What follows belongs to an exercise in optimizing a design on an open flow for small area, a short achievable clock period and few clock cycles per item; a production flow would make more cautious choices. The RTL was checked by simulation tests, not by an equivalence proof against the original design. Power and IR drop assume default switching activity.

==> flow/design.v (excerpt) <==
module nccLogTop (
	input logic clk,
	input logic rst,
	input logic [8:0] inBeat,
	input logic inValid,
	output logic inReady,
	output logic signed [19:0] score,
	output logic scoreValid,
	input logic scoreReady
);
For scale: about 2,300 cells after synthesis, roughly 290 flip-flops, ~35 I/O pins, about 0.020 mm2 of cells after synthesis.
clock: 10.0 ns
lec_check: 0
abc_area: 1
cap_margin: 20
core_margin: 2
core_utilization: 60
cts_buf_list: sky130_fd_sc_hd__clkbuf_4 sky130_fd_sc_hd__clkbuf_16
slew_margin: 20
standard.sh (not shown) runs the stock make flow with config.mk's settings and CLKGATE_MAP_FILE= SYNTH_SCRIPT=/design/flow/synth_recipe.tcl, a recipe that flattens the netlist after the stock synthesis.
==> flow/flow/run.sh <==
#!/bin/bash
# The standard layout, with the port buffers made from buf_4 cells instead
# of the delay buffers buffer_ports picks by default, and timing repair
# asked to leave a setup margin.
set -euo pipefail
bash standard.sh BUFFER_PORTS_ARGS="-buffer_cell sky130_fd_sc_hd__buf_4" SETUP_SLACK_MARGIN=6.9 finish > standard.log 2>&1
Testbench counts at the start, summed over its fixed seeds: cycles 3,360, items 2,848.
Then changed:
CORE_UTILIZATION = 70   (was 60)
CTS_BUF_LIST = default   (was sky130_fd_sc_hd__clkbuf_4 sky130_fd_sc_hd__clkbuf_16)
After rerunning: The new run finished clean. Via count rose by 4.1%. Cell area rose by 0.33%. Cell count fell by 2.2%. Utilization rose by 12 points. Non-clock buffer count rose by 5. Sequential power is about the same. Combinational power rose by about 5%. Register-to-register slack gets worse by 0.15 ns. Global-route usage rose by 5.2 points. Worst setup slack gets worse by 0.13 ns. Clock power rose by about 3%.
Then changed:
CORE_UTILIZATION = 60   (was 70)
GPL_ROUTABILITY_DRIVEN = 0   (was default)
Cell count is higher by 2.2%.
Synthesized cell count is unchanged.
Total power is lower by 4.2%.
Core utilization is lower by 12 points.
Non-clock buffer count is lower by 11.
Sequential power is about the same.
Sequential cell count does not change.
Die area is higher by 16%.
Area after synthesis stays the same.
Routed wire length is lower by 4.6%.
Then changed:
GPL_ROUTABILITY_DRIVEN = default   (was 0)
Maximum frequency is about the same.
Cell area stays flat.
Total power went up slightly.
Count of clock-buffer cells in the layout grows by 7.
Global-route usage rose by 0.22 points.
Via count is about the same.
First-iteration DRC count falls by roughly a tenth.
Synthesized cell count stays the same.
Worst setup slack gains 0.0062 ns.
Worst hold slack barely changes.
Combinational power rises by a few percent.
Then changed:
CORE_UTILIZATION = 50   (was 60)
Result:
- The changed run completed with no timing, DRC or antenna violations
- core utilization falls by 11 points
- sequential power stays flat
- via count goes down slightly
Then changed:
CORE_UTILIZATION = 60   (was 50)
TNS_END_PERCENT = 20   (was default)
Final area went down slightly.
Non-clock buffer count goes down by 17.
Global-route usage grows by 4.3 points.
Total power is higher slightly.
Clock power stays flat.
Worst setup slack improves by 0.051 ns.
Via count rose slightly.
Sequential share of layout area grows by 0.43 points.

* * *

Starting RTL as in the previous note.
==> flow/design.v (excerpt) <==
module nccLogTop (
	input logic clk,
	input logic rst,
	input logic [8:0] inBeat,
	input logic inValid,
	output logic inReady,
	output logic signed [19:0] score,
	output logic scoreValid,
	input logic scoreReady
);
==> flow/config.mk <==
export PLATFORM = sky130hd
export DESIGN_NAME = nccLogTop
export DESIGN_NICKNAME = nccLogTop
export VERILOG_FILES = /design/flow/design.v
export SDC_FILE = /design/flow/constraint.sdc
export NUM_CORES = 4
export LEC_CHECK = 0
export ABC_AREA = 1
export CAP_MARGIN = 20
export CORE_MARGIN = 2
export CORE_UTILIZATION = 60
export SLEW_MARGIN = 20
==> flow/constraint.sdc <==
create_clock -name core_clock -period 10.0 [get_ports {clk}]
set_input_delay 2.0000 -clock core_clock [delete_from_list [all_inputs] [get_ports {clk}]]
set_output_delay 2.0000 -clock core_clock [all_outputs]
set_load 0.01 [all_outputs]
==> flow/flow/run.sh <==
#!/bin/bash
# The standard layout, with the port buffers made from buf_4 cells instead
# of the delay buffers buffer_ports picks by default, and timing repair
# asked to leave a setup margin.
set -euo pipefail
bash standard.sh BUFFER_PORTS_ARGS="-buffer_cell sky130_fd_sc_hd__buf_4" SETUP_SLACK_MARGIN=6.85 finish > standard.log 2>&1
The first run finished with timing, DRC and antenna clean.
Testbench counts at the start, summed over its fixed seeds: cycles 3,360, items 2,848.
Then changed:
--- a/flow/flow/run.sh
+++ b/flow/flow/run.sh
@@ -6 +6 @@
-bash standard.sh BUFFER_PORTS_ARGS="-buffer_cell sky130_fd_sc_hd__buf_4" SETUP_SLACK_MARGIN=6.85 finish > standard.log 2>&1
+bash standard.sh BUFFER_PORTS_ARGS="-buffer_cell sky130_fd_sc_hd__buf_4" SETUP_SLACK_MARGIN=6.9 finish > standard.log 2>&1
- TNS_END_PERCENT: not set -> 0
Power falls by 4.8%.
Utilization falls by 1.2 points.
Sequential share of layout area rises by 0.68 points.
Via count is about the same.
Register-to-register slack stays flat.
Cell count falls by 0.40%.
Setup slack improved by 0.0075 ns.
Clock skew is about the same.
Wire length falls by 0.59%.
Non-clock buffer count falls by 5.
Then changed:
- PLACE_DENSITY: not set -> 0.75
- TNS_END_PERCENT: 0 -> not set
The changed run passed the timing, design-rule and antenna checks. Fmax goes up by 1.1%. First-iteration DRC count goes up by 15%. Global-route usage goes up by 0.52 points. Design area goes up by about 3%. Routed wire length goes up by 4.0%. Combinational power goes up by 10%. Power goes up by about 6%. Setup slack is better by 0.035 ns.
Then changed:
--- a/flow/flow/run.sh
+++ b/flow/flow/run.sh
@@ -6 +6 @@
-bash standard.sh BUFFER_PORTS_ARGS="-buffer_cell sky130_fd_sc_hd__buf_4" SETUP_SLACK_MARGIN=6.9 finish > standard.log 2>&1
+bash standard.sh BUFFER_PORTS_ARGS="-buffer_cell sky130_fd_sc_hd__buf_4" SETUP_SLACK_MARGIN=6.8 finish > standard.log 2>&1
- PLACE_DENSITY: 0.75 -> not set
The new run completed with no timing, DRC or antenna violations.
Cell area shrinks by 1.3%.
Global-route usage shrinks by 0.69 points.
Non-clock buffer count shrinks by 17.
Worst setup slack improved by 0.029 ns.
Die area does not change.
Register-to-register slack stays flat.
Clock skew shrinks by 0.018 ns.
Synthesized cell count stays the same.
Count of clock-buffer cells in the layout grows by 12.

## re-timing with driven ports
How much do the figures lean on ideal ports? The routed layouts below were timed once more, with nothing changed but the port constraints. Step 1, drivers: a clkbuf_16 drives clk and a buf_2 each remaining input, both assumed. Step 2, shift: input delay + t, output delay - t, t = (earliest + latest rising clock arrival at the registers) / 2. This alone moves slack from input paths to output paths. a / b / c = no drivers / after step 1 / after step 2; a / b = the first two.
run	t (ns)	slack for setup (ns)	worst register clock-pin slew, ns	pins driven straight from the clock port
the first run of note 1	0.557	6.948 / 6.895 / 6.500	0.06 / 0.06	1
the second run of note 1	0.617	6.818 / 6.818 / 6.434	0.06 / 0.06	1
the third run of note 1	0.557	6.944 / 6.892 / 6.490	0.06 / 0.06	1
the fourth run of note 1	0.555	6.950 / 6.897 / 6.513	0.06 / 0.06	1
the fifth run of note 1	0.580	6.875 / 6.865 / 6.322	0.06 / 0.06	1
the sixth run of note 1	0.558	6.925 / 6.896 / 6.393	0.06 / 0.06	1
the first run of note 2	0.559	6.827 / 6.827 / 6.355	0.06 / 0.06	1
the second run of note 2	0.622	6.834 / 6.830 / 6.259	0.07 / 0.07	1
the third run of note 2	0.624	6.869 / 6.819 / 6.399	0.07 / 0.07	1
the fourth run of note 2	0.560	6.898 / 6.885 / 6.363	0.06 / 0.06	1
After both steps every run listed still meets setup and hold. The setup slack of the second run of note 2, which loses most, moves by -0.004 ns with the drivers and by -0.575 ns with both steps.
